Background: an optimization exercise with open tools, aiming at small area. Do not read the settings as production practice. RTL that was checked went through simulation tests only; none was proved equivalent to the original. Function not checked in run 6: the RTL went through the layout flow alone. No activity file was given, so power comes from the tool's default toggle rates.

==> design.v <==
`timescale 1ns / 1ps
package ptpc_pkg;
    localparam int SENSOR_BITS_DEF = 16;
    localparam int US_PER_MS_DEF   = 1000;
    typedef struct packed {
        logic clear;
        logic restart;
        logic track;
    } peak_ctl_t;
endpackage
`timescale 1ns / 1ps
module ptpc_add
#(
    parameter int W = 8,
    parameter int B = 8
)
(
    input  logic [W-1:0] a,
    input  logic [W-1:0] b,
    input  logic         ci,
    output logic [W-1:0] s,
    output logic         co
);
    logic [W-1:0] s0;
    logic         c, k, t;   
    always_comb
    begin
        c = ci;
        for (int lo = 0; lo < W; lo += B)
        begin
            k = (lo == 0) ? ci : 1'b0;
            for (int i = lo; i < lo + B && i < W; i++)
            begin
                s0[i] = a[i] ^ b[i] ^ k;
                k     = (a[i] & b[i]) | (k & (a[i] ^ b[i]));
            end
            if (lo == 0)
            begin
                for (int i = lo; i < lo + B && i < W; i++)
                    s[i] = s0[i];
                c = k;
            end
            else
            begin
                t = 1'b1;
                for (int i = lo; i < lo + B && i < W; i++)
                begin
                    s[i] = s0[i] ^ (c & t);
                    t    = t & s0[i];
                end
                c = k | (c & t);
            end
        end
        co = c;
    end
endmodule
module ptpc_carry
#(
    parameter int W = 8
)
(
    input  logic [W-1:0] a,
    input  logic [W-1:0] b,
    input  logic         ci,
    output logic         co
);
    logic [W:0] c;
    always_comb
    begin
        c[0] = ci;
        for (int i = 0; i < W; i++)
            c[i+1] = (a[i] & b[i]) | (c[i] & (a[i] | b[i]));
    end
    assign co = c[W];
endmodule
module ptpc_peak
#(
    parameter int SENSOR_BITS = ptpc_pkg::SENSOR_BITS_DEF
)
(
    input  logic                        clk,
    input  logic                        load_base,   
    input  logic                        load_peak,   
    input  logic                        track,       
    input  logic                        held,        
    input  logic                        dvalid,      
    input  logic [SENSOR_BITS-1:0]      reading,
    output logic [SENSOR_BITS-1:0]      peak_out,
    output logic signed [SENSOR_BITS:0] delta_out
);
    localparam int N = SENSOR_BITS;
    logic [N-1:0] base_reg;
    logic [N-1:0] peak_reg;
    logic [N:0]   delta_reg;
    logic [N-1:0] dev;
    logic         dev_c;
    ptpc_add #(.W(N), .B(16)) u_dev (.a(reading), .b(~base_reg), .ci(1'b1),
                                    .s(dev), .co(dev_c));
    logic [N-1:0] dm1;
    logic         dm1_b;         
    logic [N-1:0] mag_m1;
    ptpc_add #(.W(N), .B(N)) u_dm1 (.a(delta_reg[N-1:0]), .b('1), .ci(1'b0),
                                    .s(dm1), .co(dm1_b));
    assign mag_m1 = delta_reg[N] ? ~delta_reg[N-1:0] : dm1;
    logic ge_pos, ge_neg, ge;
    ptpc_carry #(.W(N)) u_gep (.a(dev),  .b(~mag_m1), .ci(1'b0), .co(ge_pos));
    ptpc_carry #(.W(N)) u_gen (.a(~dev), .b(~mag_m1), .ci(1'b1), .co(ge_neg));
    assign ge = dev_c ? ge_pos : ge_neg;
    logic take;
    assign take = load_peak || (track && (ge || !dvalid || (!delta_reg[N] && !dm1_b)));
    always_ff @(posedge clk)
    begin
        if (load_base)
            base_reg <= reading;
        if (take)
        begin
            peak_reg  <= reading;
            delta_reg <= {!dev_c, dev};
        end
    end
    assign peak_out  = held ? peak_reg : '0;
    assign delta_out = (held && dvalid) ? delta_reg : '0;
endmodule
`timescale 1ns / 1ps
module pulse_train_peak_capture
#(
    parameter int SENSOR_BITS = ptpc_pkg::SENSOR_BITS_DEF,
    parameter int US_PER_MS   = ptpc_pkg::US_PER_MS_DEF
)
(
    input  logic                        clk,
    input  logic                        rst_n,
    input  logic                        in_valid,
    output logic                        in_stall,
    input  logic [1:0]                  cmd,
    input  logic [31:0]                 now_us,
    input  logic [SENSOR_BITS-1:0]      hall_low_mv,
    input  logic [SENSOR_BITS-1:0]      hall_high_mv,
    output logic                        out_valid,
    input  logic                        out_stall,
    output logic                        run_active,
    output logic                        run_finished,
    output logic [7:0]                  pwm_level,
    output logic [2:0]                  phase_code,
    output logic [7:0]                  pulse_number,
    output logic [SENSOR_BITS-1:0]      peak_low_mv,
    output logic [SENSOR_BITS-1:0]      peak_high_mv,
    output logic signed [SENSOR_BITS:0] peak_low_delta,
    output logic signed [SENSOR_BITS:0] peak_high_delta,
    input  logic                        cfg_valid,
    output logic                        cfg_ready,
    input  logic [2:0]                  cfg_index,
    input  logic [15:0]                 cfg_data
);
    localparam logic [1:0] CMD_UPDATE = 2'd0;
    localparam logic [1:0] CMD_START  = 2'd1;
    localparam logic [1:0] CMD_STOP   = 2'd2;
    localparam logic [2:0] PH_STOP  = 3'd0;
    localparam logic [2:0] PH_PRE   = 3'd1;
    localparam logic [2:0] PH_PULSE = 3'd2;
    localparam logic [2:0] PH_GAP   = 3'd3;
    localparam logic [2:0] PH_DONE  = 3'd4;
    logic [7:0]  count_reg;      
    logic [7:0]  level_reg;
    logic [15:0] pulse_ms_reg;   
    logic [15:0] gap_ms_reg;
    logic [15:0] pre_ms_reg;
    assign cfg_ready = 1'b1;
    always_ff @(posedge clk or negedge rst_n)
    begin
        if (!rst_n)
        begin
            count_reg    <= 8'd10;
            level_reg    <= 8'd200;
            pulse_ms_reg <= 16'd30;
            gap_ms_reg   <= 16'd1000;
            pre_ms_reg   <= 16'd0;
        end
        else if (cfg_valid)
        begin
            case (cfg_index)
                3'd0: count_reg    <= (cfg_data[7:0] == 8'd0) ? 8'd1 : cfg_data[7:0];
                3'd1: level_reg    <= cfg_data[7:0];
                3'd2: pulse_ms_reg <= (cfg_data == 16'd0) ? 16'd1 : cfg_data;
                3'd3: gap_ms_reg   <= cfg_data;
                3'd4: pre_ms_reg   <= cfg_data;
                default: ;
            endcase
        end
    end
    logic                   s1_valid_reg;
    logic [1:0]             s1_cmd_reg;
    logic [31:0]            s1_now_reg;
    logic [SENSOR_BITS-1:0] s1_lo_reg;
    logic [SENSOR_BITS-1:0] s1_hi_reg;
    logic                   out_valid_reg;
    logic                   advance;
    logic                   in_accept;
    assign advance   = !out_valid_reg || !out_stall;
    assign in_stall  = s1_valid_reg && !advance;
    assign in_accept = in_valid && !in_stall;
    always_ff @(posedge clk or negedge rst_n)
    begin
        if (!rst_n)
        begin
            s1_valid_reg  <= 1'b0;
            out_valid_reg <= 1'b0;
        end
        else
        begin
            if (in_accept)
                s1_valid_reg <= 1'b1;
            else if (advance)
                s1_valid_reg <= 1'b0;
            if (advance)
                out_valid_reg <= s1_valid_reg;
        end
    end
    always_ff @(posedge clk)
    begin
        if (in_accept)
        begin
            s1_cmd_reg <= cmd;
            s1_now_reg <= now_us;
            s1_lo_reg  <= hall_low_mv;
            s1_hi_reg  <= hall_high_mv;
        end
    end
    logic [2:0]  phase_reg, phase_next;
    logic [7:0]  pwm_reg;
    logic [7:0]  cnt_reg, cnt_next;
    logic [31:0] stamp_reg;
    logic        en;
    logic        is_start, is_stop, is_upd;
    logic        pre_nz;
    logic        time_up;
    logic        load_stamp;
    logic        load_peak;
    logic        track;
    assign en       = advance && s1_valid_reg;
    assign is_start = (s1_cmd_reg == CMD_START);
    assign is_stop  = (s1_cmd_reg == CMD_STOP);
    assign is_upd   = (s1_cmd_reg == CMD_UPDATE);
    assign pre_nz   = (pre_ms_reg != 16'd0);
    logic [15:0] ms_sel;
    logic [31:0] elapsed_us;
    logic        stamp_zero;
    logic        ge_lo;
    assign ms_sel = !phase_reg[1] ? pre_ms_reg :
                    (phase_reg[0] ? gap_ms_reg : pulse_ms_reg);
    logic        c26;
    logic [5:0]  hx, hy;
    logic        hi_zero;
    ptpc_add #(.W(26), .B(9)) u_el (.a(s1_now_reg[25:0]), .b(~stamp_reg[25:0]), .ci(1'b1),
                                    .s(elapsed_us[25:0]), .co(c26));
    assign elapsed_us[31:26] = '0;   
    assign hx      = s1_now_reg[31:26];
    assign hy      = ~stamp_reg[31:26];
    assign hi_zero = ((hx[0] ^ hy[0]) == c26) &&
                     ((hx[5:1] ^ hy[5:1]) == (hx[4:0] | hy[4:0]));
    logic [23:0] op_a, op_b, op_c, op_d;
    logic [23:0] cs1_s, cs1_c, cs2_s, cs2_c;
    assign op_a = {1'b0, elapsed_us[25:3]};
    assign op_b = {8'd0, ms_sel};
    assign op_c = {7'd0, ms_sel, 1'b0};
    assign op_d = ~{1'b0, ms_sel, 7'd0};
    assign cs1_s = op_a ^ op_b ^ op_c;
    assign cs1_c = {(op_a[22:0] & op_b[22:0]) | (op_a[22:0] & op_c[22:0]) |
                    (op_b[22:0] & op_c[22:0]), 1'b0};
    assign cs2_s = cs1_s ^ cs1_c ^ op_d;
    assign cs2_c = {(cs1_s[22:0] & cs1_c[22:0]) | (cs1_s[22:0] & op_d[22:0]) |
                    (cs1_c[22:0] & op_d[22:0]), 1'b1};
    ptpc_carry #(.W(24)) u_cmp (.a(cs2_s), .b(cs2_c), .ci(1'b0), .co(ge_lo));
    assign stamp_zero = ~|stamp_reg;
    assign time_up    = (ms_sel == 16'd0) ||
                        (!stamp_zero && (!hi_zero || ge_lo));
    always_comb
    begin
        phase_next = phase_reg;
        cnt_next   = cnt_reg;
        load_stamp = 1'b0;
        load_peak  = 1'b0;
        track      = 1'b0;
        if (is_start)
        begin
            load_stamp = 1'b1;
            if (pre_nz)
            begin
                phase_next = PH_PRE;
                cnt_next   = 8'd0;
            end
            else
            begin
                phase_next = PH_PULSE;
                cnt_next   = 8'd1;
                load_peak  = 1'b1;
            end
        end
        else if (is_stop)
        begin
            phase_next = PH_STOP;
            cnt_next   = 8'd0;
        end
        else if (is_upd)
        begin
            case (phase_reg)
                PH_PRE:
                    if (time_up)
                    begin
                        phase_next = PH_PULSE;
                        load_stamp = 1'b1;
                        load_peak  = 1'b1;
                        cnt_next   = 8'd1;
                    end
                PH_PULSE:
                begin
                    track = 1'b1;
                    if (time_up)
                    begin
                        phase_next = PH_GAP;
                        load_stamp = 1'b1;
                    end
                end
                PH_GAP:
                begin
                    track = 1'b1;
                    if (time_up)
                    begin
                        load_stamp = 1'b1;
                        if (cnt_reg >= count_reg)
                            phase_next = PH_DONE;
                        else
                        begin
                            phase_next = PH_PULSE;
                            load_peak  = 1'b1;
                            cnt_next   = cnt_reg + 8'd1;
                        end
                    end
                end
                default: ;
            endcase
        end
    end
    always_ff @(posedge clk or negedge rst_n)
    begin
        if (!rst_n)
        begin
            phase_reg <= PH_STOP;
            pwm_reg   <= 8'd0;
            cnt_reg   <= 8'd0;
        end
        else if (en && (s1_cmd_reg != 2'd3))
        begin
            phase_reg <= phase_next;
            pwm_reg   <= (phase_next == PH_PULSE) ? level_reg : 8'd0;
            cnt_reg   <= cnt_next;
        end
    end
    always_ff @(posedge clk)
    begin
        if (en && load_stamp)
            stamp_reg <= s1_now_reg;
    end
    logic held;
    logic dvalid_reg;    
    always_ff @(posedge clk)
    begin
        if (en && is_start)
            dvalid_reg <= 1'b0;
        else if (en && (track || load_peak))
            dvalid_reg <= 1'b1;
    end
    assign held = phase_reg[1] || phase_reg[2];
    ptpc_peak #(
        .SENSOR_BITS (SENSOR_BITS)
    ) u_peak_lo (
        .clk       (clk),
        .load_base (en && is_start),
        .load_peak (en && load_peak),
        .track     (en && track),
        .held      (held),
        .dvalid    (dvalid_reg),
        .reading   (s1_lo_reg),
        .peak_out  (peak_low_mv),
        .delta_out (peak_low_delta)
    );
    ptpc_peak #(
        .SENSOR_BITS (SENSOR_BITS)
    ) u_peak_hi (
        .clk       (clk),
        .load_base (en && is_start),
        .load_peak (en && load_peak),
        .track     (en && track),
        .held      (held),
        .dvalid    (dvalid_reg),
        .reading   (s1_hi_reg),
        .peak_out  (peak_high_mv),
        .delta_out (peak_high_delta)
    );
    assign out_valid    = out_valid_reg;
    assign run_active   = phase_reg[0] || phase_reg[1];
    assign run_finished = phase_reg[2];
    assign pwm_level    = pwm_reg;
    assign phase_code   = phase_reg;
    assign pulse_number = cnt_reg;
endmodule
==> flow/run.sh <==
#!/bin/bash
# Standard layout (bash standard.sh), with two changes passed to ORFS:
#  - the port buffers are the smallest buffer, sky130_fd_sc_hd__buf_1;
#  - the clock tree uses clkbuf_4 buffers in clusters of at most 9 sinks,
#    without dummy loads.
# Each tool writes its full output to its own log under orfs/logs/; make's
# own output goes to flow_make.log in this folder.
set -euo pipefail
export BUFFER_PORTS_ARGS="-buffer_cell sky130_fd_sc_hd__buf_1"
export CTS_ARGS="-sink_clustering_enable -repair_clock_nets -buf_list sky130_fd_sc_hd__clkbuf_4 -sink_clustering_size 9 -sink_clustering_max_diameter 50 -dont_use_dummy_load"
bash standard.sh finish > flow_make.log 2>&1
==> standard.sh <==
#!/bin/bash
# synth_recipe.tcl (not shown) runs the flow's synth.tcl, then flattens the netlist and writes it again
# the make line also repeats each setting of config.mk as NAME=value (left out here)
make -C /OpenROAD-flow-scripts/flow DESIGN_CONFIG=/design/flow/config.mk WORK_HOME=/design/flow/orfs CLKGATE_MAP_FILE= SYNTH_SCRIPT=/design/flow/synth_recipe.tcl "${@:-finish}"
==> config.mk <==
export PLATFORM = sky130hd
export DESIGN_NAME = pulse_train_peak_capture
export DESIGN_NICKNAME = pulse_train_peak_capture
export VERILOG_FILES = /design/flow/design.v
export SDC_FILE = /design/flow/constraint.sdc
export NUM_CORES = 4
export LEC_CHECK = 0
export ABC_AREA = 1
export CAP_MARGIN = 0
export CORE_MARGIN = 2
export CORE_UTILIZATION = 40
export SLEW_MARGIN = 0
==> constraint.sdc <==
create_clock -name core_clock -period 8.0 [get_ports {clk}]
set_input_delay 1.6000 -clock core_clock [delete_from_list [all_inputs] [get_ports {clk}]]
set_output_delay 1.6000 -clock core_clock [all_outputs]
set_load 0.01 [all_outputs]
==> results.rst, run 1 <==
.. list-table::
   :header-rows: 1

   * - Metric
     - Value
   * - Most common cell on crit path
     - sky130_fd_sc_hd__fa_1
   * - Cell Pwr Density
     - 230.1 nW/um2
   * - Clock transition at path regs
     - 0.10 ns
   * - Fraction of post-synthesis cell area in the top cell type by area
     - 0.3828
   * - # DRC
     - 0
   * - Total nets after synthesis
     - 1775
   * - Total power
     - 3.926 mW
   * - Post-detailed-route wirelength per cell
     - 14.37 um
   * - GRT Overall Usage
     - 0.1673
   * - Largest net degree at the start of global routing
     - 86
   * - Clock tree from TritonCTS
     - done
   * - CP Class
     - flop to flop
   * - Final min period
     - 7.503 ns
   * - Post-CTS setup buffer count
     - 0
   * - Half-perimeter wire length of the detailed placement result
     - 24.05 mm
   * - CORE AREA
     - 37760 um2
   * - Number of DRC markers after the initial detailed-route iteration
     - 451
   * - Initial antenna violation count
     - 1
   * - CP max stage cell
     - sky130_fd_sc_hd__fa_1
   * - Critical Path Source
     - s1_hi_reg[0]
   * - Unrepaired setup endpoints after global routing
     - no
   * - Synth warnings
     - 6
   * - Number of nets in the layout
     - 1982
   * - Max transition margin
     - 0.2278
   * - P_leak
     - 7.682 nW
   * - Worst min-delay path startpoint
     - s1_now_reg[25]
   * - Share of cells above drive strength 1
     - 0.06537
   * - Most frequent cells in the layout
     - sky130_fd_sc_hd__inv_1 (323), sky130_fd_sc_hd__nand2_1 (291), sky130_fd_sc_hd__edfxtp_1 (196)
   * - Synth Flop Type
     - sky130_fd_sc_hd__edfxtp_1
   * - Post-synth cell types
     - 45
   * - Endpoint required time on the critical path
     - 8.39 ns
   * - Crit path setup slack, layout
     - 0.4973 ns
   * - IO Port Bufs
     - 178
   * - Final total negative setup slack
     - 0 ns
   * - First-pass iteration count of the detailed router
     - 5
   * - Delay of the slowest critical-path stage
     - 0.45 ns
   * - Top fanout value on the critical path
     - 33
   * - Worst vdd rail ir drop
     - 0.1182 mV
   * - Critical path startpoint category
     - flop
   * - CTS root buffer
     - sky130_fd_sc_hd__clkbuf_4
   * - Hold Violations, Final
     - 0
   * - Area added between synthesis and finish
     - 10.98%
   * - Via count of the first global-routing pass
     - 10664
   * - Synthesized area per cell
     - 9.990 um2
   * - Async set or reset register ratio after synthesis
     - 0.3014
   * - Latest clock arrival within the worst-skew pair
     - 0.72 ns
   * - Site row count
     - 71
   * - Total length of routed wires
     - 32.42 mm
   * - Leading cell types by total area after synthesis
     - sky130_fd_sc_hd__edfxtp_1 (38%), sky130_fd_sc_hd__dfrtp_1 (11%), sky130_fd_sc_hd__fa_1 (10%)
   * - Post-DR vias/cell
     - 4.692
   * - Remaining global-route overflow
     - 0
   * - Vias
     - 10586
   * - Filler instances
     - 3673
   * - Critical Path End Type
     - flop
   * - Post-placement setup slack
     - 0.4045 ns
   * - Number of sinks handled by clock tree synthesis
     - 282
   * - Most common cell after layout, fill and taps aside
     - sky130_fd_sc_hd__inv_1
   * - Worst endpoint data arrival time
     - 7.89 ns
   * - Starting density of the core
     - 0.4072
   * - Wire length of the first global-routing pass
     - 52.16 mm
   * - Post-synthesis cell type with the largest combined area
     - sky130_fd_sc_hd__edfxtp_1
   * - Die footprint
     - 40020 um2
   * - # setup viols final
     - 0
   * - Horiz. Die Dim
     - 200.1 um
   * - Startpoint of the most critical register-to-register path
     - s1_hi_reg[0]
   * - Final count of pins violating max slew
     - 0
   * - Final antenna-violating net count
     - 0
   * - Die height
     - 200.1 um
   * - Gate count after technology mapping
     - 1539
   * - Post-synthesis instance area
     - 15370 um2
   * - Transition at the pin with the smallest max-transition slack
     - 1.158 ns
   * - Post-synth EDFFs
     - 196
   * - Setup skew after layout
     - 0.06833 ns
   * - Final weighted congestion in routability-driven placement
     - 0.8339
   * - Number of buffers added by the clock tree synthesis step
     - 41
   * - Clock Path Buffers
     - 3
   * - Highest Clock Rate
     - 133.3 MHz
   * - Max-capacitance violation count
     - 0
   * - Hold Path Class
     - flop to flop
   * - Number of flip-flops and latches in the synthesized netlist
     - 282
   * - Final clock period utilization by the worst path
     - 0.9378
   * - Share of synthesized area occupied by flip-flops and latches
     - 0.5237
   * - I/O pin total
     - 180
   * - Deepest level of the CTS H-tree
     - 2
   * - Result of the run
     - complete, no violations
==> cell families (layout without fill, tap and decap cells) <==
family          after synthesis  count (layout)  share of synthesized area
fa+ha+maj                   146             146                     0.1564
flops                       282             282                     0.5237
simple gates                536             536                     0.1479
xor+xnor                     19              19                    0.01082
compound gates              191             191                    0.07129
other cells                   1               2                  0.0002439
buf+inv                     364             569                    0.08968
==> per-stage QoR <==
stage	instance area [um2]	utilization	hold slack [ns]	cells
finish	17060	0.4519	0.4586	2256
global route	17060	0.4519	0.4703	2256
CTS	17030	0.4510	0.4599	2254
detailed placement	16720	0.4428	0.4411	2213
global placement	16720	0.4428	0.4399	2213
floorplan	15370	-	0.4264	1539
==> path summary, 6_finish.rpt <==
kind	to	slack [ns]	cells after the start
min reg2reg	stamp_reg[25]	0.46	0
max reg2reg	u_peak_hi.delta_reg[7]	0.50	27
max in group asynchronous	pulse_ms_reg[11]	6.05	2
min in group asynchronous	pwm_reg[1]	1.14	2
max	u_peak_hi.delta_reg[7]	0.50	27
min	stamp_reg[25]	0.46	0
==> final cells by class <==
type	count	area (um2)	area share
Sequential cell	282	8051	0.4719
Inverter	335	1262	0.07399
Antenna cell	1	2.502	0.0001467
Tap cell	511	639.4	0.03747
Multi-Input combinational cell	893	5972	0.3500
Timing Repair Buffer	193	827.0	0.04847
Clock buffer	41	307.8	0.01804
==> synth_stat cells, types with 2 or more instances <==
cell,count
sky130_fd_sc_hd__a21oi_1,24
sky130_fd_sc_hd__nor3_1,9
sky130_fd_sc_hd__buf_1,2
sky130_fd_sc_hd__nor4_1,11
sky130_fd_sc_hd__xnor2_1,9
sky130_fd_sc_hd__nor2_2,4
sky130_fd_sc_hd__nand3_1,59
sky130_fd_sc_hd__inv_1,324
sky130_fd_sc_hd__xor2_1,10
sky130_fd_sc_hd__o221ai_1,4
sky130_fd_sc_hd__a221oi_1,17
sky130_fd_sc_hd__fa_1,77
sky130_fd_sc_hd__o21ai_1,20
sky130_fd_sc_hd__nor2_1,131
sky130_fd_sc_hd__nand4_1,10
sky130_fd_sc_hd__buf_4,2
sky130_fd_sc_hd__ha_1,69
sky130_fd_sc_hd__edfxtp_1,196
sky130_fd_sc_hd__o21ai_0,103
sky130_fd_sc_hd__inv_2,9
sky130_fd_sc_hd__nand2_4,3
sky130_fd_sc_hd__o21bai_1,3
sky130_fd_sc_hd__nor2_4,5
sky130_fd_sc_hd__a31oi_1,2
sky130_fd_sc_hd__dfrtp_1,70
sky130_fd_sc_hd__o22ai_1,5
sky130_fd_sc_hd__dfstp_2,15
sky130_fd_sc_hd__o21a_1,2
sky130_fd_sc_hd__o211ai_1,6
sky130_fd_sc_hd__nand2_1,292
sky130_fd_sc_hd__clkbuf_1,25
sky130_fd_sc_hd__nand2_2,8
==> worst max-delay path: cells and delay by family, from the launching register on <==
kind / cells / cell delay [ns]
buffers and inverters: 5 / 0.55
DFF: 1 / 0.42
adders and majority gates: 16 / 5.76
and+or+nand+nor: 6 / 0.42
==> timing repair <==
| item | 4_1_cts | 5_1_grt |
|---|---|---|
| resized for setup | 0 | 3 |
| hold buffers | 0 | 0 |
| setup endpoints to repair | 0 | 66 |
==> where the power goes <==
part,internal (mW),total (mW),leakage [nW],switching [mW]
Clock,0.235,0.704,0.189,0.468
Combinational,0.532,1.41,4.61,0.874
Sequential,1.73,1.82,2.88,0.0869
Total,2.50,3.93,7.68,1.43
==> routing by layer <==
layer / part of all wire / track usage / routed length, um / vias up
li1: - / - / - / 5324
met1: 0.45 / 0.2161 / 14460 / 4965
met2: 0.47 / 0.2828 / 15370 / 232
met3: 0.053 / 0.02890 / 1721 / 65
met4: 0.027 / 0.06283 / 869 / 0
met5: 0 / 0 / 0 / -
==> inputs of run 2 (changes only) <==
--- a/config.mk
+++ b/config.mk
@@ -8,5 +8,5 @@
 export ABC_AREA = 1
-export CAP_MARGIN = 0
+export CAP_MARGIN = 20
 export CORE_MARGIN = 2
 export CORE_UTILIZATION = 40
-export SLEW_MARGIN = 0
+export SLEW_MARGIN = 20
==> results.rst, run 2 <==
.. list-table::
   :header-rows: 1

   * - Metric
     - Value
   * - Top fanout value on the critical path
     - 33
   * - Async set or reset register ratio after synthesis
     - 0.3014
   * - Fraction of post-synthesis cell area in the top cell type by area
     - 0.3828
   * - Number of flip-flops and latches in the synthesized netlist
     - 282
   * - Cell Count Post-Placement
     - 2215
   * - Synthesized area per cell
     - 9.990 um2
   * - Hold-fix buffer count after cts
     - 0
   * - Gate count after technology mapping
     - 1539
   * - Critical Path Source
     - s1_hi_reg[0]
   * - Switching Power
     - 1.435 mW
   * - Final antenna-violating net count
     - 0
   * - Initial antenna violation count
     - 2
   * - Layout Cells excl Fill
     - 2259
   * - Wire length of the first global-routing pass
     - 51.85 mm
   * - Switching share of power
     - 0.3652
   * - Remaining global-route overflow
     - 0
   * - Share of cells above drive strength 1
     - 0.06701
   * - Final weighted congestion in routability-driven placement
     - 0.8339
   * - First-pass iteration count of the detailed router
     - 6
   * - Post-synthesis instance area
     - 15370 um2
   * - Highest Clock Rate
     - 132.1 MHz
   * - Share of synthesized area occupied by flip-flops and latches
     - 0.5237
   * - Total nets after synthesis
     - 1775
   * - Register area
     - 8051 um2
   * - Hold Violations, Final
     - 0
   * - Delay of the slowest critical-path stage
     - 0.46 ns
   * - Startpoint of the most critical register-to-register path
     - s1_hi_reg[0]
   * - Result of the run
     - complete, no violations
   * - # DRC
     - 0
   * - Starting density of the core
     - 0.4072
   * - Max-capacitance violation count
     - 0
   * - Most instantiated library cell after synthesis
     - sky130_fd_sc_hd__inv_1
   * - CTS-repair resized insts
     - 0
   * - Global-route layer with the greatest usage
     - met2
   * - Area added between synthesis and finish
     - 11.12%
   * - Post-CTS setup buffer count
     - 0
   * - Post-synthesis cell type with the largest combined area
     - sky130_fd_sc_hd__edfxtp_1
   * - Deepest level of the CTS H-tree
     - 2
   * - Part of the total power dissipated in the clock network
     - 0.177
   * - Area taken by multi-input logic gates
     - 5979 um2
   * - Clock tree from TritonCTS
     - done
   * - Critical Path End Type
     - flop
   * - CORE AREA
     - 37760 um2
   * - Number of nets in the layout
     - 1984
   * - Latest clock arrival within the worst-skew pair
     - 0.75 ns
   * - Unrepaired setup endpoints after global routing
     - no
   * - Worst endpoint data arrival time
     - 7.97 ns
   * - Clock Path Buffers
     - 3
   * - Cell Pwr Density
     - 230.0 nW/um2
   * - CP max stage cell
     - sky130_fd_sc_hd__fa_1
   * - Synth Flop Type
     - sky130_fd_sc_hd__edfxtp_1
   * - Vias
     - 10635
   * - Number of buffers added by the clock tree synthesis step
     - 40
   * - Die height
     - 200.1 um
   * - GRT Overall Usage
     - 0.1662
   * - Site row count
     - 71
   * - Clock transition at path regs
     - 0.10 ns
   * - GR Util met2
     - 0.2807
   * - P_leak
     - 7.691 nW
   * - Post-synth cell types
     - 45
   * - Post-synth EDFFs
     - 196
   * - Final clock period utilization by the worst path
     - 0.9460
   * - Family with the most delay on the worst path
     - adder cells
   * - Most common cell after layout, fill and taps aside
     - sky130_fd_sc_hd__inv_1
   * - Hold Path Class
     - flop to flop
   * - Synth warnings
     - 6
   * - Critical path startpoint category
     - flop
   * - Largest net degree at the start of global routing
     - 86
   * - Internal power
     - 2.495 mW
   * - Transition at the pin with the smallest max-transition slack
     - 1.015 ns
   * - Max transition margin
     - 0.3215
   * - Number of sinks handled by clock tree synthesis
     - 282
   * - IO Port Bufs
     - 178
   * - Filler instances
     - 3631
   * - Via count of the first global-routing pass
     - 10616
   * - Most frequent cells in the layout
     - sky130_fd_sc_hd__inv_1 (323), sky130_fd_sc_hd__nand2_1 (291), sky130_fd_sc_hd__edfxtp_1 (196)
   * - M1 GR Usage
     - 0.2137
   * - Horiz. Die Dim
     - 200.1 um
   * - Post-DR vias/cell
     - 4.708
   * - Met3 Use GR
     - 0.02856
   * - Power share of the combinational group
     - 0.360
   * - Post-detailed-route wirelength per cell
     - 14.36 um
   * - Worst Path Buf+Inv
     - 5
   * - I/O pin total
     - 180
   * - Most common cell on crit path
     - sky130_fd_sc_hd__fa_1
   * - Total length of routed wires
     - 32.43 mm
   * - CP Class
     - flop to flop
   * - Setup skew after layout
     - 0.09148 ns
   * - Leading cell types by total area after synthesis
     - sky130_fd_sc_hd__edfxtp_1 (38%), sky130_fd_sc_hd__dfrtp_1 (11%), sky130_fd_sc_hd__fa_1 (10%)
   * - Worst min-delay path startpoint
     - s1_now_reg[0]
   * - Final count of pins violating max slew
     - 0
   * - # setup viols final
     - 0
   * - Worst vdd rail ir drop
     - 0.1197 mV
   * - Endpoint required time on the critical path
     - 8.40 ns
   * - Most common library cells after synthesis
     - sky130_fd_sc_hd__inv_1 (324), sky130_fd_sc_hd__nand2_1 (292), sky130_fd_sc_hd__edfxtp_1 (196), sky130_fd_sc_hd__nor2_1 (131), sky130_fd_sc_hd__o21ai_0 (103)
   * - Die footprint
     - 40020 um2
   * - Final total negative setup slack
     - 0 ns
   * - Half-perimeter wire length of the detailed placement result
     - 24.07 mm
   * - Final min period
     - 7.568 ns
   * - Number of DRC markers after the initial detailed-route iteration
     - 492
   * - CTS root buffer
     - sky130_fd_sc_hd__clkbuf_4
   * - Sequential power share
     - 0.462
==> run 2: cell counts after synthesis <==
Identical to the previous run, type by type.
==> run 2: power by group through the flow <==
stage	sequential [mW]	clock (mW)	combinational, mW
CTS	1.82	0.746	1.43
floorplan	1.82	0	1.05
finish	1.82	0.697	1.42
global placement	1.84	0	1.39
global route	1.83	0.793	1.66
detailed placement	1.85	0	1.43
==> run 2: logic make-up (layout without fill, tap and decap cells) <==
| logic type | after synthesis | count (layout) | synth area share |
|---|---|---|---|
| compound gates | 191 | 191 | 0.07129 |
| xor+xnor | 19 | 19 | 0.01082 |
| fa+ha+maj | 146 | 146 | 0.1564 |
| buf+inv | 364 | 571 | 0.08968 |
| flops | 282 | 282 | 0.5237 |
| other cells | 1 | 3 | 0.0002439 |
| simple gates | 536 | 536 | 0.1479 |
==> run 2: final timing paths <==
path | slack [ns] | cells past startpoint | end
worst max-delay path | 0.43 | 27 | u_peak_hi.delta_reg[7]
worst min-delay path | 0.46 | 0 | stamp_reg[0]
worst max register to register | 0.43 | 27 | u_peak_hi.delta_reg[7]
worst min register to register | 0.46 | 0 | stamp_reg[0]
max in group asynchronous | 6.36 | 2 | gap_ms_reg[10]
min in group asynchronous | 1.04 | 2 | pwm_reg[1]
==> run 2: worst register-to-register path, stage by stage, from the launching register on <==
cell and delay (ns):
sky130_fd_sc_hd__edfxtp_1 0.42, sky130_fd_sc_hd__inv_1 0.08, sky130_fd_sc_hd__ha_1 0.16, sky130_fd_sc_hd__fa_1 0.17
sky130_fd_sc_hd__inv_1 0.05, sky130_fd_sc_hd__fa_1 0.41, sky130_fd_sc_hd__fa_1 0.43, sky130_fd_sc_hd__fa_1 0.44
sky130_fd_sc_hd__fa_1 0.43, sky130_fd_sc_hd__fa_1 0.43, sky130_fd_sc_hd__fa_1 0.43, sky130_fd_sc_hd__fa_1 0.42
sky130_fd_sc_hd__fa_1 0.42, sky130_fd_sc_hd__fa_1 0.43, sky130_fd_sc_hd__fa_1 0.42, sky130_fd_sc_hd__fa_1 0.39
sky130_fd_sc_hd__inv_1 0.08, sky130_fd_sc_hd__fa_1 0.20, sky130_fd_sc_hd__fa_1 0.20, sky130_fd_sc_hd__fa_1 0.46
sky130_fd_sc_hd__inv_1 0.11, sky130_fd_sc_hd__nand2_1 0.06, sky130_fd_sc_hd__nand3_1 0.09, sky130_fd_sc_hd__nand2_1 0.05
sky130_fd_sc_hd__nand2_1 0.06, sky130_fd_sc_hd__nand2_1 0.04, sky130_fd_sc_hd__nand2_1 0.12, sky130_fd_sc_hd__buf_12 0.22
==> run 2: layer usage <==
metal  vias up  part of all wire
met5         -                 0
met1      4976              0.45
li1       5347                 -
met3        65             0.053
met4         0             0.029
met2       247              0.47
==> run 2: per-stage QoR <==
stage | power, mW | instance area (um2) | utilization | hold WS [ns] | worst slack, ns
final | 3.930 | 17080 | 0.4525 | 0.4600 | 0.4320
after global routing | 4.287 | 17080 | 0.4524 | 0.4767 | 0.008245
after CTS | 3.994 | 17030 | 0.4510 | 0.4656 | 0.3664
after detailed placement | 3.277 | 16730 | 0.4431 | 0.4440 | 0.4018
after global placement | 3.230 | 16720 | 0.4428 | 0.4399 | 0.4812
after floorplan | 2.877 | 15370 | - | 0.4264 | 0.2662
==> run 2: area by class of cell <==
| type | count | area share |
|---|---|---|
| inverters | 335 | 0.07390 |
| diodes | 2 | 0.0002930 |
| multi-input cells | 893 | 0.3500 |
| flip-flops and latches | 282 | 0.4713 |
| repair buffers | 196 | 0.04951 |
| well taps | 511 | 0.03742 |
| clock buffers | 40 | 0.01758 |
==> inputs of run 3 (changes only) <==
--- a/flow/run.sh
+++ b/flow/run.sh
@@ -1,3 +1,6 @@
 #!/bin/bash
-# Standard layout (bash standard.sh), with two changes passed to ORFS:
+# Standard layout (bash standard.sh) with three changes passed to ORFS:
+#  - synthesis maps with flow/abc_area.script in place of ORFS's ABC area
+#    script (a copy of ORFS's scripts folder, scripts_abc/, differs from it
+#    in that one file; the registers, and every other step, are unchanged);
 #  - the port buffers are the smallest buffer, sky130_fd_sc_hd__buf_1;
@@ -8,4 +11,7 @@
 set -euo pipefail
+rm -rf scripts_abc
+cp -r "$FLOW_HOME/scripts" scripts_abc
+cp flow/abc_area.script scripts_abc/abc_area.script
 export BUFFER_PORTS_ARGS="-buffer_cell sky130_fd_sc_hd__buf_1"
 export CTS_ARGS="-sink_clustering_enable -repair_clock_nets -buf_list sky130_fd_sc_hd__clkbuf_4 -sink_clustering_size 9 -sink_clustering_max_diameter 50 -dont_use_dummy_load"
-bash standard.sh finish > flow_make.log 2>&1
+bash standard.sh SCRIPTS_DIR="$PWD/scripts_abc" finish > flow_make.log 2>&1
==> flow/abc_area.script (new file) <==
strash
dc2
dch -f
map
topo
stime -c
--- a/config.mk
+++ b/config.mk
@@ -8,5 +8,5 @@
 export ABC_AREA = 1
-export CAP_MARGIN = 20
+export CAP_MARGIN = 0
 export CORE_MARGIN = 2
 export CORE_UTILIZATION = 40
-export SLEW_MARGIN = 20
+export SLEW_MARGIN = 0
==> results.rst, run 3 <==
.. list-table::
   :header-rows: 1

   * - Metric
     - Value
   * - GRT Overall Usage
     - 0.1740
   * - Hold Violations, Final
     - 0
   * - Remaining global-route overflow
     - 0
   * - Via count of the first global-routing pass
     - 10374
   * - Final clock period utilization by the worst path
     - 0.9549
   * - Latest clock arrival within the worst-skew pair
     - 0.74 ns
   * - Worst vdd rail ir drop
     - 0.1447 mV
   * - Post-synth cell types
     - 39
   * - Final antenna-violating net count
     - 0
   * - Highest Clock Rate
     - 130.9 MHz
   * - Half-perimeter wire length of the detailed placement result
     - 24.58 mm
   * - Critical Path Source
     - s1_lo_reg[0]
   * - Synthesized area per cell
     - 10.89 um2
   * - Top fanout value on the critical path
     - 8
   * - Die footprint
     - 38780 um2
   * - Crit path setup slack, layout
     - 0.3607 ns
   * - CORE AREA
     - 36610 um2
   * - Async set or reset register ratio after synthesis
     - 0.3014
   * - Startpoint of the most critical register-to-register path
     - s1_lo_reg[0]
   * - Deepest level of the CTS H-tree
     - 2
   * - Most common cell after layout, fill and taps aside
     - sky130_fd_sc_hd__clkinv_1
   * - Hold Path Class
     - flop to flop
   * - Initial antenna violation count
     - 2
   * - Most frequent cells in the layout
     - sky130_fd_sc_hd__clkinv_1 (302), sky130_fd_sc_hd__edfxtp_1 (196), sky130_fd_sc_hd__buf_1 (177)
   * - Endpoint required time on the critical path
     - 8.45 ns
   * - Clock Path Buffers
     - 3
   * - Setup skew after layout
     - 0.08450 ns
   * - Number of sinks handled by clock tree synthesis
     - 282
   * - Clock tree from TritonCTS
     - done
   * - Final count of pins violating max slew
     - 0
   * - Fraction of post-synthesis cell area in the top cell type by area
     - 0.3953
   * - Share of synthesized area occupied by flip-flops and latches
     - 0.5408
   * - Worst endpoint data arrival time
     - 8.09 ns
   * - Result of the run
     - complete, no violations
   * - Area added between synthesis and finish
     - 13.35%
   * - # DRC
     - 0
   * - Largest net degree at the start of global routing
     - 76
   * - Clock transition at path regs
     - 0.10 ns
   * - Synth Flop Type
     - sky130_fd_sc_hd__edfxtp_1
   * - Critical Path End Type
     - flop
   * - # setup viols final
     - 0
   * - P_leak
     - 6.141 nW
   * - Total length of routed wires
     - 33.38 mm
   * - Share of cells above drive strength 1
     - 0.07258
   * - Number of nets in the layout
     - 1850
   * - Flop-to-flop setup slack
     - 0.36 ns
   * - Wire length of the first global-routing pass
     - 53.00 mm
   * - CP Class
     - flop to flop
   * - Number of flip-flops and latches in the synthesized netlist
     - 282
   * - Post-placement setup slack
     - 0.1926 ns
   * - Post-DR vias/cell
     - 5.015
   * - Critical path startpoint category
     - flop
   * - Horiz. Die Dim
     - 196.9 um
   * - Gate count after technology mapping
     - 1367
   * - Number of buffers added by the clock tree synthesis step
     - 44
   * - Cell Pwr Density
     - 223.0 nW/um2
   * - IO Port Bufs
     - 178
   * - CTS root buffer
     - sky130_fd_sc_hd__clkbuf_4
   * - Post-synthesis instance area
     - 14890 um2
   * - Final min period
     - 7.639 ns
   * - First-pass iteration count of the detailed router
     - 7
   * - Total power
     - 3.764 mW
   * - Starting density of the core
     - 0.4067
   * - I/O pin total
     - 180
   * - Post-synthesis cell type with the largest combined area
     - sky130_fd_sc_hd__edfxtp_1
   * - Total nets after synthesis
     - 1603
   * - Max transition margin
     - 0.3267
   * - Site row count
     - 70
   * - Filler instances
     - 3421
   * - Number of DRC markers after the initial detailed-route iteration
     - 524
   * - Die height
     - 196.9 um
   * - Transition at the pin with the smallest max-transition slack
     - 1.008 ns
   * - Post-synth EDFFs
     - 196
   * - Most common library cells after synthesis
     - sky130_fd_sc_hd__clkinv_1 (302), sky130_fd_sc_hd__edfxtp_1 (196), sky130_fd_sc_hd__nor2_1 (145), sky130_fd_sc_hd__nand2_1 (140), sky130_fd_sc_hd__o21ai_0 (81)
   * - Vias
     - 10446
   * - Synth warnings
     - 6
   * - Most instantiated library cell after synthesis
     - sky130_fd_sc_hd__clkinv_1
   * - Leading cell types by total area after synthesis
     - sky130_fd_sc_hd__edfxtp_1 (40%), sky130_fd_sc_hd__dfrtp_1 (12%), sky130_fd_sc_hd__fa_1 (10%)
   * - Post-detailed-route wirelength per cell
     - 16.03 um
   * - Max-capacitance violation count
     - 0
   * - Worst min-delay path startpoint
     - s1_now_reg[0]
   * - Final weighted congestion in routability-driven placement
     - 0.8583
[run 3: where the power goes]
| part | switching [mW] | leakage (nW) | internal, mW |
|---|---|---|---|
| sequential | 0.0874 | 2.83 | 1.71 |
| clock | 0.484 | 0.202 | 0.252 |
| combinational | 0.723 | 3.10 | 0.503 |
[run 3: final timing paths]
check / end / cells after the start
max in group asynchronous: cnt_reg[3] / 2
setup / recovery: u_peak_lo.delta_reg[0] / 26
min in group asynchronous: pulse_ms_reg[15] / 1
hold / removal: stamp_reg[0] / 0
hold reg to reg: stamp_reg[0] / 0
setup reg to reg: u_peak_lo.delta_reg[0] / 26
[run 3: routing by layer]
layer,wire length (um),vias up,global-route usage,part of all wire
li1,-,5135,-,-
met2,16070,279,0.2920,0.48
met5,0,-,0,0
met1,14540,4967,0.2252,0.44
met4,1004,0,0.06126,0.030
met3,1769,65,0.03474,0.053
[run 3: worst max-delay path, stage by stage, from the launching register on]
cell	delay (ns)
sky130_fd_sc_hd__edfxtp_1	0.42
sky130_fd_sc_hd__clkinv_1	0.07
sky130_fd_sc_hd__ha_1	0.16
sky130_fd_sc_hd__fa_1	0.17
sky130_fd_sc_hd__clkinv_1	0.08
sky130_fd_sc_hd__fa_1	0.42
sky130_fd_sc_hd__fa_2	0.37
sky130_fd_sc_hd__fa_1	0.43
sky130_fd_sc_hd__fa_2	0.39
sky130_fd_sc_hd__fa_1	0.42
sky130_fd_sc_hd__fa_1	0.43
sky130_fd_sc_hd__fa_1	0.43
sky130_fd_sc_hd__fa_2	0.38
sky130_fd_sc_hd__fa_1	0.42
sky130_fd_sc_hd__fa_2	0.38
sky130_fd_sc_hd__fa_1	0.41
sky130_fd_sc_hd__clkinv_1	0.07
sky130_fd_sc_hd__fa_1	0.19
sky130_fd_sc_hd__fa_1	0.45
sky130_fd_sc_hd__clkinv_1	0.11
sky130_fd_sc_hd__o22ai_1	0.08
sky130_fd_sc_hd__a31oi_1	0.21
sky130_fd_sc_hd__a221oi_1	0.09
sky130_fd_sc_hd__o31ai_1	0.24
sky130_fd_sc_hd__o21ai_1	0.15
sky130_fd_sc_hd__nand2_4	0.21
sky130_fd_sc_hd__clkbuf_16	0.19
[run 3: per-stage QoR]
step	instance area, um2	hold slack, ns	util	instances	TNS [ns]
floorplan	14890	0.4272	-	1367	0
detailed placement	16330	0.4427	0.4460	2028	0
CTS	16660	0.4330	0.4550	2072	0
global placement	16330	0.4400	0.4460	2028	0
global route	16880	0.4467	0.4610	2083	-0.0006040
finish	16880	0.4367	0.4610	2083	0
[run 3: repair_timing]
action / CTS / global route
gates resized for setup: 0 / 16
endpoints found under the setup margin: 0 / 82
hold buffers: 0 / 0
buffers inserted: 0 / 2
hold endpoints to repair: 0 / 0
[run 3: final cells by class]
type,count,area [um2],share of cell area
multi-input combinational,781,5779,0.3425
inverter,302,1134,0.06717
tap,468,585.6,0.03470
sequential,282,8051,0.4771
timing repair buffer,203,988.4,0.05857
antenna,3,7.507,0.0004448
clock buffer,44,330.3,0.01957
[run 3: kinds of logic (layout without fill, tap and decap cells)]
kind of cell | after synthesis | in the layout | synth area share
simple gates | 351 | 351 | 0.09807
xor+xnor | 11 | 11 | 0.006471
mux | 11 | 11 | 0.008320
buf+inv | 304 | 549 | 0.07715
compound gates | 260 | 260 | 0.1067
other cells | 1 | 4 | 0.0002519
fa+ha+maj | 147 | 147 | 0.1622
flops | 282 | 282 | 0.5408
==> inputs of run 4 (changes only) <==
==> flow/abc_area.script (replaced) <==
strash
dc2
dch -f
amap
topo
stime -c
==> results.rst, run 4 <==
.. list-table::
   :header-rows: 1

   * - Metric
     - Value
   * - Result of the run
     - finished with violations
   * - Violated layout checks
     - negative setup slack
   * - Worst hold stages
     - 0
   * - # DRC
     - 0
   * - GRT Overall Usage
     - 0.1747
   * - Total length of routed wires
     - 32.69 mm
   * - Vias
     - 10267
   * - Max transition margin
     - 0.2321
   * - Post-synth cell types
     - 46
   * - Fraction of post-synthesis cell area in the top cell type by area
     - 0.4031
   * - Async set or reset register ratio after synthesis
     - 0.3014
   * - Number of sinks handled by clock tree synthesis
     - 282
   * - Worst endpoint data arrival time
     - 9.54 ns
   * - Hold Violations, Final
     - 0
   * - Max-capacitance violation count
     - 0
   * - Final count of pins violating max slew
     - 0
   * - Post-synthesis cell type with the largest combined area
     - sky130_fd_sc_hd__edfxtp_1
   * - Final weighted congestion in routability-driven placement
     - 0.8213
   * - Most common cell after layout, fill and taps aside
     - sky130_fd_sc_hd__clkinv_1
   * - Final antenna-violating net count
     - 0
   * - Setup skew after layout
     - 0.07166 ns
   * - Final clock period utilization by the worst path
     - 1.123
   * - Worst vdd rail ir drop
     - 0.1385 mV
   * - Remaining global-route overflow
     - 0
   * - Wire length of the first global-routing pass
     - 52.99 mm
   * - First-pass iteration count of the detailed router
     - 5
   * - Synthesized area per cell
     - 11.46 um2
   * - CP Class
     - flop to flop
   * - Most common cell on crit path
     - sky130_fd_sc_hd__fa_2
   * - Horiz. Die Dim
     - 195.1 um
   * - IO Port Bufs
     - 178
   * - Synth Flop Type
     - sky130_fd_sc_hd__edfxtp_1
   * - Largest net degree at the start of global routing
     - 86
   * - Gate count after technology mapping
     - 1274
   * - Most common library cells after synthesis
     - sky130_fd_sc_hd__clkinv_1 (234), sky130_fd_sc_hd__edfxtp_1 (196), sky130_fd_sc_hd__nor2_1 (159), sky130_fd_sc_hd__nand2_1 (78), sky130_fd_sc_hd__fa_1 (77)
   * - Clock transition at path regs
     - 0.09 ns
   * - Number of nets in the layout
     - 1806
   * - Site row count
     - 69
   * - Number of DRC markers after the initial detailed-route iteration
     - 455
   * - Area added between synthesis and finish
     - 17.81%
   * - Most frequent cells in the layout
     - sky130_fd_sc_hd__clkinv_1 (223), sky130_fd_sc_hd__edfxtp_1 (196), sky130_fd_sc_hd__buf_1 (177)
   * - Clock Path Buffers
     - 3
   * - Unrepaired setup endpoints after global routing
     - yes
   * - Startpoint of the most critical register-to-register path
     - s1_now_reg[1]
   * - Transition at the pin with the smallest max-transition slack
     - 1.149 ns
   * - Final min period
     - 8.981 ns
   * - Worst min-delay path startpoint
     - s1_now_reg[30]
   * - Register area
     - 8051 um2
   * - Clock tree from TritonCTS
     - done
   * - Highest Clock Rate
     - 111.4 MHz
   * - Initial antenna violation count
     - 1
   * - Share of cells above drive strength 1
     - 0.1288
   * - I/O pin total
     - 180
   * - Number of flip-flops and latches in the synthesized netlist
     - 282
   * - Deepest level of the CTS H-tree
     - 2
   * - Crit path setup slack, layout
     - -0.9806 ns
   * - Hold Path Class
     - flop to flop
   * - Number of buffers added by the clock tree synthesis step
     - 43
   * - Worst reg2reg path depth
     - 51
   * - Total nets after synthesis
     - 1510
   * - Synth warnings
     - 6
   * - CORE AREA
     - 35740 um2
   * - Hold-fix buffer count after cts
     - 0
   * - Cell Count Post-Placement
     - 1976
   * - Flop-to-flop setup slack
     - -0.98 ns
   * - Die height
     - 195.1 um
   * - Post-DR vias/cell
     - 5.058
   * - Starting density of the core
     - 0.4085
   * - Post-detailed-route wirelength per cell
     - 16.10 um
   * - Layout Cells excl Fill
     - 2030
   * - Leading cell types by total area after synthesis
     - sky130_fd_sc_hd__edfxtp_1 (40%), sky130_fd_sc_hd__dfrtp_1 (12%), sky130_fd_sc_hd__fa_1 (11%)
   * - Die footprint
     - 38050 um2
   * - Area taken by multi-input logic gates
     - 5969 um2
   * - Top fanout value on the critical path
     - 8
   * - Post-synth EDFFs
     - 196
   * - Most instantiated library cell after synthesis
     - sky130_fd_sc_hd__clkinv_1
   * - Latest clock arrival within the worst-skew pair
     - 0.70 ns
   * - Post-placement setup slack
     - -1.068 ns
   * - Via count of the first global-routing pass
     - 10436
   * - Critical path startpoint category
     - flop
   * - Endpoint required time on the critical path
     - 8.56 ns
   * - Hold worst-path end
     - stamp_reg[30]
   * - Post-synthesis instance area
     - 14600 um2
   * - Cell Pwr Density
     - 226.8 nW/um2
   * - Half-perimeter wire length of the detailed placement result
     - 23.30 mm
   * - Critical Path End Type
     - flop
   * - CTS root buffer
     - sky130_fd_sc_hd__clkbuf_4
   * - Share of synthesized area occupied by flip-flops and latches
     - 0.5514
   * - # setup viols final
     - 118
   * - Delay of the slowest critical-path stage
     - 0.50 ns
   * - Filler instances
     - 3303
   * - CP max stage cell
     - sky130_fd_sc_hd__or3b_4
   * - P_leak
     - 6.411 nW
   * - Worst R2R End
     - pwm_reg[4]
## run 4: worst max-delay path by stage
stage                  startpoint          to  slack, ns  cells past startpoint
finish              s1_now_reg[1]  pwm_reg[4]      -0.98                     51
global route        s1_now_reg[1]  pwm_reg[4]      -1.45                     51
CTS                 s1_now_reg[1]  pwm_reg[4]      -1.06                     51
detailed placement  s1_now_reg[1]  pwm_reg[7]      -1.07                     51
global placement    s1_now_reg[1]  pwm_reg[4]      -0.86                     48
floorplan           s1_now_reg[1]  pwm_reg[0]      -0.42                     51
## run 4: power breakdown
| part | internal [mW] | switching [mW] |
|---|---|---|
| combinational | 0.635 | 0.765 |
| sequential | 1.71 | 0.0761 |
| clock | 0.247 | 0.471 |
| total | 2.59 | 1.31 |
## run 4: cell type report
cell class	count	share of cell area
diodes	1	0.0001455
repair buffers	253	0.08037
clock buffers	43	0.01877
flip-flops and latches	282	0.4680
well taps	461	0.03353
inverters	234	0.05215
multi-input cells	756	0.3470
## run 4: cells by family after synthesis
family | after synthesis | synth area share
AOI/OAI and AO/OA | 280 | 0.1231
and+or+nand+nor | 329 | 0.09931
other | 1 | 0.0002568
buffers and inverters | 236 | 0.06118
DFF | 282 | 0.5514
adders and majority gates | 146 | 0.1647
## run 4: critical path: cells and delay by family, from the launching register on
family / cells / cell delay (ns)
compound gates: 19 / 2.57
fa+ha+maj: 10 / 3.68
buf+inv: 7 / 0.40
flops: 1 / 0.40
simple gates: 15 / 1.85
## run 4: metrics by stage
stage | hold WS, ns | setup TNS [ns] | utilization | cell area [um2] | power [mW]
final | 0.4394 | -91.12 | 0.4813 | 17200 | 3.901
after global routing | 0.4517 | -143.01 | 0.4813 | 17200 | 4.205
after detailed placement | 0.4491 | -91.98 | 0.4632 | 16560 | 3.144
after global placement | 0.4442 | -78.00 | 0.4632 | 16560 | 3.096
after floorplan | 0.4281 | -15.43 | - | 14730 | 2.726
after CTS | 0.4531 | -96.43 | 0.4795 | 17140 | 3.915
## run 4: timing repair
action / in CTS / in global routing
cloned: 2 / 0
hold endpoints to repair: 0 / 0
pin swaps: 16 / 15
gates resized for setup: 37 / 28
endpoints found under the setup margin: 118 / 118
buffers inserted: 9 / 3
## run 4: routing by layer
layer,track usage,share of wire
met5,0,0
met4,0.04835,0.020
met3,0.02902,0.046
met2,0.3005,0.49
met1,0.2291,0.44
==> inputs of run 5 (changes only) <==
==> flow/abc_area.script (replaced) <==
strash
dc2
dch -f
map -a
topo
stime -c
==> results.rst, run 5 <==
.. list-table::
   :header-rows: 1

   * - Metric
     - Value
   * - Internal power
     - 2.442 mW
   * - Final count of pins violating max slew
     - 0
   * - Max-capacitance violation count
     - 0
   * - Number of DRC markers after the initial detailed-route iteration
     - 454
   * - Total nets after synthesis
     - 1550
   * - Remaining global-route overflow
     - 0
   * - Die footprint
     - 38430 um2
   * - Switching Power
     - 1.242 mW
   * - Synth Flop Type
     - sky130_fd_sc_hd__edfxtp_1
   * - GRT Overall Usage
     - 0.1709
   * - Delay of the slowest critical-path stage
     - 0.56 ns
   * - Multiplexer share of the synthesized area
     - 0.009925
   * - Critical path startpoint category
     - flop
   * - Adder-cell share of the synthesized area
     - 0.1820
   * - Number of nets in the layout
     - 1800
   * - Part of the total power dissipated in the clock network
     - 0.193
   * - Post-synth EDFFs
     - 196
   * - First-pass iteration count of the detailed router
     - 5
   * - Startpoint of the most critical register-to-register path
     - s1_now_reg[1]
   * - Final weighted congestion in routability-driven placement
     - 0.8636
   * - Number of sinks handled by clock tree synthesis
     - 282
   * - Clock tree from TritonCTS
     - done
   * - Number of buffers added by the clock tree synthesis step
     - 42
   * - Number of flip-flops and latches in the synthesized netlist
     - 282
   * - Sequential power share
     - 0.484
   * - CORE AREA
     - 36430 um2
   * - Simple logic cell fraction of the synthesized area
     - 0.08228
   * - Post-DR vias/cell
     - 4.933
   * - Crit path setup slack, layout
     - 0.3635 ns
   * - Most common cell after layout, fill and taps aside
     - sky130_fd_sc_hd__clkinv_1
   * - Xor-xnor portion of the synthesized cell area
     - 0.008907
   * - Worst hold stages
     - 0
   * - Clock transition at path regs
     - 0.09 ns
   * - Worst min-delay path startpoint
     - s1_now_reg[27]
   * - Post-synth cell types
     - 37
   * - Worst R2R End
     - cnt_reg[2]
   * - I/O pin total
     - 180
   * - Switching share of power
     - 0.3371
   * - Via count of the first global-routing pass
     - 9988
   * - Hold Path Class
     - flop to flop
   * - Final antenna-violating net count
     - 0
   * - Cell area after placement
     - 16190 um2
   * - # setup viols final
     - 0
   * - Starting density of the core
     - 0.4048
   * - Compound-Gate Fraction of Synth Area
     - 0.09645
   * - Post-placement setup slack
     - -0.1140 ns
   * - Critical Path End Type
     - flop
   * - Most frequent cells in the layout
     - sky130_fd_sc_hd__clkinv_1 (286), sky130_fd_sc_hd__edfxtp_1 (196), sky130_fd_sc_hd__buf_1 (177)
   * - Largest net degree at the start of global routing
     - 86
   * - Cell Pwr Density
     - 218.9 nW/um2
   * - Half-perimeter wire length of the detailed placement result
     - 23.58 mm
   * - Result of the run
     - complete, no violations
   * - Highest Clock Rate
     - 130.9 MHz
   * - Final clock period utilization by the worst path
     - 0.9546
   * - Dominant combinational cell family by area after synthesis
     - adder cells
   * - Site row count
     - 70
   * - Vias
     - 10023
   * - Fraction of post-synthesis cell area in the top cell type by area
     - 0.3990
   * - Most common cell on crit path
     - sky130_fd_sc_hd__fa_2
   * - Initial antenna violation count
     - 2
   * - Synth warnings
     - 6
   * - Top fanout value on the critical path
     - 3
   * - Layout Cells excl Fill
     - 2032
   * - Hold Violations, Final
     - 0
   * - IO Port Bufs
     - 178
   * - Clock Path Buffers
     - 3
   * - Cell Count Post-Placement
     - 1974
   * - CP max stage cell
     - sky130_fd_sc_hd__fa_1
   * - Post-synthesis cell type with the largest combined area
     - sky130_fd_sc_hd__edfxtp_1
   * - Die height
     - 196.0 um
   * - Gate count after technology mapping
     - 1314
   * - Deepest level of the CTS H-tree
     - 2
   * - Worst endpoint data arrival time
     - 8.21 ns
   * - Share of synthesized area occupied by flip-flops and latches
     - 0.5458
   * - Worst vdd rail ir drop
     - 0.1347 mV
   * - Setup skew after layout
     - 0.08294 ns
   * - Async set or reset register ratio after synthesis
     - 0.3014
   * - Synthesized area per cell
     - 11.23 um2
   * - Wire length of the first global-routing pass
     - 51.54 mm
   * - Worst Hold Slack
     - 0.4659 ns
   * - CP Class
     - flop to flop
   * - Flop-to-flop setup slack
     - 0.36 ns
   * - Final min period
     - 7.637 ns
   * - Unrepaired setup endpoints after global routing
     - yes
   * - Total length of routed wires
     - 32.57 mm
   * - Power share of the combinational group
     - 0.322
   * - Hold worst-path end
     - stamp_reg[27]
   * - Horiz. Die Dim
     - 196.0 um
   * - Max transition margin
     - 0.2380
   * - Share of cells above drive strength 1
     - 0.09475
   * - Post-detailed-route wirelength per cell
     - 16.03 um
   * - Endpoint required time on the critical path
     - 8.57 ns
   * - Worst reg2reg path depth
     - 35
   * - Post-synthesis instance area
     - 14750 um2
   * - Transition at the pin with the smallest max-transition slack
     - 1.133 ns
   * - Area added between synthesis and finish
     - 14.12%
   * - P_leak
     - 6.014 nW
   * - # DRC
     - 0
   * - CTS root buffer
     - sky130_fd_sc_hd__clkbuf_4
   * - Latest clock arrival within the worst-skew pair
     - 0.74 ns
   * - Most instantiated library cell after synthesis
     - sky130_fd_sc_hd__clkinv_1
   * - Finished layout cell area
     - 16830 um2
   * - Most common library cells after synthesis
     - sky130_fd_sc_hd__clkinv_1 (288), sky130_fd_sc_hd__edfxtp_1 (196), sky130_fd_sc_hd__nor2_1 (143), sky130_fd_sc_hd__nand2_1 (105), sky130_fd_sc_hd__o21ai_0 (101)
   * - Leading cell types by total area after synthesis
     - sky130_fd_sc_hd__edfxtp_1 (40%), sky130_fd_sc_hd__dfrtp_1 (12%), sky130_fd_sc_hd__fa_1 (10%)
## run 5: changes by cell type in the layout (fill, tap and decap cells not counted), moves of 18 or more
cell / before / now
sky130_fd_sc_hd__a22oi_1: 2 / 20
sky130_fd_sc_hd__a222oi_1: 18 / 0
sky130_fd_sc_hd__nor2b_1: 35 / 0
sky130_fd_sc_hd__nand2_1: 72 / 102
sky130_fd_sc_hd__buf_4: 55 / 19
sky130_fd_sc_hd__clkinv_1: 223 / 286
sky130_fd_sc_hd__o21ai_0: 55 / 87
sky130_fd_sc_hd__maj3_1: 0 / 28
## run 5: kinds of logic (layout without fill, tap and decap cells)
kind of cell               Yosys count  in the layout
adders and majority gates          174            174
AOI/OAI and AO/OA                  243            243
DFF                                282            282
muxes                               13             13
other                                1              3
and+or+nand+nor                    296            296
xor gates and xnor gates            15             15
buffers and inverters              290            538
## run 5: cell type report
cell class,instances,area (um2)
Sequential cell,282,8051
Fill cell,3423,19600
Multi-Input combinational cell,742,5782
Tap cell,468,585.6
Clock buffer,42,315.3
Antenna cell,2,5.005
Inverter,288,1081
Timing Repair Buffer,208,1013
## run 5: worst max-delay path by stage
stage	end	slack (ns)	from
after global routing	cnt_reg[6]	-0.06	s1_now_reg[1]
after detailed placement	pwm_reg[0]	-0.11	s1_now_reg[1]
after global placement	pwm_reg[2]	0.18	stamp_reg[1]
after floorplan	u_peak_hi.delta_reg[0]	0.12	s1_now_reg[9]
after CTS	pwm_reg[1]	-0.02	stamp_reg[9]
final	cnt_reg[2]	0.36	s1_now_reg[1]
## run 5: worst max-delay path: cells and delay by family, from the launching register on
kind,cells,cell delay (ns)
AOI/OAI and AO/OA,16,2.28
xor gates and xnor gates,1,0.13
adders and majority gates,10,3.62
buffers and inverters,2,0.30
DFF,1,0.40
and+or+nand+nor,6,0.74
## run 5: what timing repair did
item / 4_1_cts / 5_1_grt
pin swaps: 2 / 17
setup buffers: 3 / 4
cloned: 0 / 7
hold buffers: 0 / 0
hold endpoints to repair: 0 / 0
gates resized for setup: 5 / 49
endpoints found under the setup margin: 79 / 118
## run 5: stage by stage
stage | utilization | TNS (ns) | total power, mW
finish | 0.4620 | 0 | 3.684
global route | 0.4620 | -0.1855 | 3.972
CTS | 0.4540 | -0.01876 | 3.683
detailed placement | 0.4443 | -0.8292 | 2.949
global placement | 0.4443 | 0 | 2.907
floorplan | - | 0 | 2.621
## run 5: layer usage
| layer | part of all wire | vias up | GRT usage | routed length, um |
|---|---|---|---|---|
| met5 | 0 | - | 0 | 0 |
| met4 | 0.025 | 0 | 0.05415 | 804 |
| met3 | 0.054 | 64 | 0.03662 | 1746 |
| met2 | 0.49 | 253 | 0.2856 | 15850 |
| met1 | 0.44 | 4762 | 0.2234 | 14170 |
| li1 | - | 4944 | - | - |
## run 5: power groups by stage
stage	clock [mW]	sequential, mW	combinational [mW]
after detailed placement	0	1.82	1.13
after global routing	0.811	1.80	1.36
after CTS	0.756	1.79	1.14
after global placement	0	1.81	1.09
final	0.713	1.78	1.19
after floorplan	0	1.80	0.824
==> inputs of run 6 (changes only) <==
--- a/design.v
+++ b/design.v
@@ -253,3 +253,3 @@
     logic        hi_zero;
-    ptpc_add #(.W(26), .B(9)) u_el (.a(s1_now_reg[25:0]), .b(~stamp_reg[25:0]), .ci(1'b1),
+    ptpc_add #(.W(26), .B(5)) u_el (.a(s1_now_reg[25:0]), .b(~stamp_reg[25:0]), .ci(1'b1),
                                     .s(elapsed_us[25:0]), .co(c26));
==> flow/abc_area.script (replaced) <==
strash
dc2
dch -f
amap
topo
stime -c
==> results.rst, run 6 <==
.. list-table::
   :header-rows: 1

   * - Metric
     - Value
   * - Max-capacitance violation count
     - 0
   * - CP Class
     - flop to flop
   * - Clock transition at path regs
     - 0.09 ns
   * - Remaining global-route overflow
     - 0
   * - Post-synth EDFFs
     - 196
   * - Finished layout cell area
     - 17040 um2
   * - Async set or reset register ratio after synthesis
     - 0.3014
   * - Largest net degree at the start of global routing
     - 86
   * - Site row count
     - 69
   * - Synthesized area per cell
     - 11.49 um2
   * - Setup skew after layout
     - 0.08936 ns
   * - Worst reg2reg path depth
     - 29
   * - Number of sinks handled by clock tree synthesis
     - 282
   * - Final total negative setup slack
     - 0 ns
   * - Hold Violations, Final
     - 0
   * - Critical Path End Type
     - flop
   * - Deepest level of the CTS H-tree
     - 2
   * - Most common library cells after synthesis
     - sky130_fd_sc_hd__clkinv_1 (233), sky130_fd_sc_hd__edfxtp_1 (196), sky130_fd_sc_hd__nor2_1 (158), sky130_fd_sc_hd__nand2_1 (79), sky130_fd_sc_hd__fa_1 (75)
   * - # setup viols final
     - 0
   * - Most instantiated library cell after synthesis
     - sky130_fd_sc_hd__clkinv_1
   * - Final min period
     - 7.848 ns
   * - CP max stage cell
     - sky130_fd_sc_hd__fa_1
   * - Transition at the pin with the smallest max-transition slack
     - 1.127 ns
   * - # DRC
     - 0
   * - CTS root buffer
     - sky130_fd_sc_hd__clkbuf_4
   * - Layout Cells excl Fill
     - 2007
   * - Vias
     - 10195
   * - Die footprint
     - 38070 um2
   * - Highest Clock Rate
     - 127.4 MHz
   * - Post-synthesis cell type with the largest combined area
     - sky130_fd_sc_hd__edfxtp_1
   * - Area added between synthesis and finish
     - 16.63%
   * - Share of synthesized area occupied by flip-flops and latches
     - 0.5511
   * - Area taken by multi-input logic gates
     - 5989 um2
   * - Synth warnings
     - 6
   * - Max transition margin
     - 0.2486
   * - Number of DRC markers after the initial detailed-route iteration
     - 543
   * - I/O pin total
     - 180
   * - Top fanout value on the critical path
     - 8
   * - Worst endpoint data arrival time
     - 8.30 ns
   * - Most common cell after layout, fill and taps aside
     - sky130_fd_sc_hd__clkinv_1
   * - Latest clock arrival within the worst-skew pair
     - 0.74 ns
   * - Number of flip-flops and latches in the synthesized netlist
     - 282
   * - Clock tree from TritonCTS
     - done
   * - Starting density of the core
     - 0.4088
   * - P_leak
     - 6.315 nW
   * - Cell Count Post-Placement
     - 1952
   * - Horiz. Die Dim
     - 195.1 um
   * - Die height
     - 195.1 um
   * - Share of cells above drive strength 1
     - 0.1205
   * - Synth Flop Type
     - sky130_fd_sc_hd__edfxtp_1
   * - Filler instances
     - 3306
   * - Most frequent cells in the layout
     - sky130_fd_sc_hd__clkinv_1 (221), sky130_fd_sc_hd__edfxtp_1 (196), sky130_fd_sc_hd__buf_1 (177)
   * - Final clock period utilization by the worst path
     - 0.9810
   * - Worst vdd rail ir drop
     - 0.1225 mV
   * - Fraction of post-synthesis cell area in the top cell type by area
     - 0.4028
   * - Final weighted congestion in routability-driven placement
     - 0.8163
   * - Most common cell on crit path
     - sky130_fd_sc_hd__fa_1
   * - Post-DR vias/cell
     - 5.080
   * - First-pass iteration count of the detailed router
     - 5
   * - Total nets after synthesis
     - 1510
   * - Endpoint required time on the critical path
     - 8.45 ns
   * - Register area
     - 8051 um2
   * - Cell area after placement
     - 16240 um2
   * - Critical path startpoint category
     - flop
   * - Final antenna-violating net count
     - 0
   * - Utilization after layout
     - 0.4768
   * - Initial antenna violation count
     - 2
   * - Total length of routed wires
     - 32.91 mm
   * - Number of buffers added by the clock tree synthesis step
     - 42
   * - CORE AREA
     - 35740 um2
   * - Result of the run
     - complete, no violations
   * - Post-detailed-route wirelength per cell
     - 16.40 um
   * - Unrepaired setup endpoints after global routing
     - yes
   * - Clock Path Buffers
     - 3
   * - Gate count after technology mapping
     - 1272
   * - Delay of the slowest critical-path stage
     - 0.44 ns
   * - GRT Overall Usage
     - 0.1703
   * - Hold Path Class
     - flop to flop
   * - Number of nets in the layout
     - 1784
   * - Final count of pins violating max slew
     - 0
   * - Wire length of the first global-routing pass
     - 51.63 mm
   * - Post-synthesis instance area
     - 14610 um2
   * - Post-synth cell types
     - 48
   * - Leading cell types by total area after synthesis
     - sky130_fd_sc_hd__edfxtp_1 (40%), sky130_fd_sc_hd__dfrtp_1 (12%), sky130_fd_sc_hd__fa_1 (10%)
   * - Worst hold stages
     - 0
   * - Half-perimeter wire length of the detailed placement result
     - 23.35 mm
   * - Worst Hold Slack
     - 0.4510 ns
   * - Cell Pwr Density
     - 227.8 nW/um2
   * - Via count of the first global-routing pass
     - 10171
   * - Hold-fix buffer count after cts
     - 0
   * - IO Port Bufs
     - 178
==> run 6: kinds of logic after synthesis <==
group                      Yosys count  share of synthesized area
and+or+nand+nor                    337                     0.1022
DFF                                282                     0.5511
AOI/OAI and AO/OA                  269                     0.1203
buffers and inverters              235                    0.06089
adders and majority gates          148                     0.1653
other                                1                  0.0002567
==> run 6: what timing repair did <==
item,in CTS,in global routing
setup endpoints to repair,78,118
hold endpoints to repair,0,0
setup buffers,3,3
resized for setup,23,78
cloned,0,6
pin swaps,2,44
==> run 6: metal layers <==
| metal | share of wire | vias to the layer above | wire length [um] | GRT usage |
|---|---|---|---|---|
| met1 | 0.44 | 4899 | 14380 | 0.2191 |
| met5 | 0.00036 | - | 12 | 0 |
| li1 | - | 4999 | - | - |
| met3 | 0.047 | 65 | 1543 | 0.03212 |
| met2 | 0.49 | 230 | 16060 | 0.2870 |
| met4 | 0.028 | 2 | 916 | 0.06390 |
==> run 6: metrics by stage <==
stage	setup WS (ns)	power, mW
detailed placement	-0.3250	3.066
global route	-0.4197	4.181
CTS	0.01871	3.816
floorplan	0.1714	2.704
finish	0.1516	3.882
global placement	-0.2052	3.032
==> run 6: final timing paths <==
check	slack, ns	endpoint	start
worst min-delay path	0.45	stamp_reg[25]	s1_now_reg[25]
min in group asynchronous	1.14	pwm_reg[6]	rst_n
worst max register to register	0.15	u_peak_lo.delta_reg[4]	s1_lo_reg[0]
max in group asynchronous	6.10	gap_ms_reg[14]	rst_n
worst min register to register	0.45	stamp_reg[25]	s1_now_reg[25]
worst max-delay path	0.15	u_peak_lo.delta_reg[4]	s1_lo_reg[0]
==> run 6: power by group <==
part	switching, mW	leakage (nW)	internal (mW)
sequential	0.0789	2.84	1.72
combinational	0.758	3.28	0.609
clock	0.477	0.193	0.241
==> run 6: cell type report <==
cell class	count	area share
Clock buffer	42	0.01850
Timing Repair Buffer	232	0.07188
Tap cell	461	0.03385
Sequential cell	282	0.4725
Multi-Input combinational cell	755	0.3515
Inverter	233	0.05147
Antenna cell	2	0.0002937
==> run 6: critical path: cells and delay by family, from the launching register on <==
family,cells,cell delay (ns)
and+or+nand+nor,4,0.46
DFF,1,0.41
adders and majority gates,15,5.45
AOI/OAI and AO/OA,5,0.79
buffers and inverters,5,0.50

Setup slack of run 6, layout unchanged: 0.152 ns with ideal ports, 0.152 ns with driving cells assumed (clock clkbuf_16, inputs buf_2), 0.152 ns with port delays also shifted by the 0.740 ns mid clock arrival.
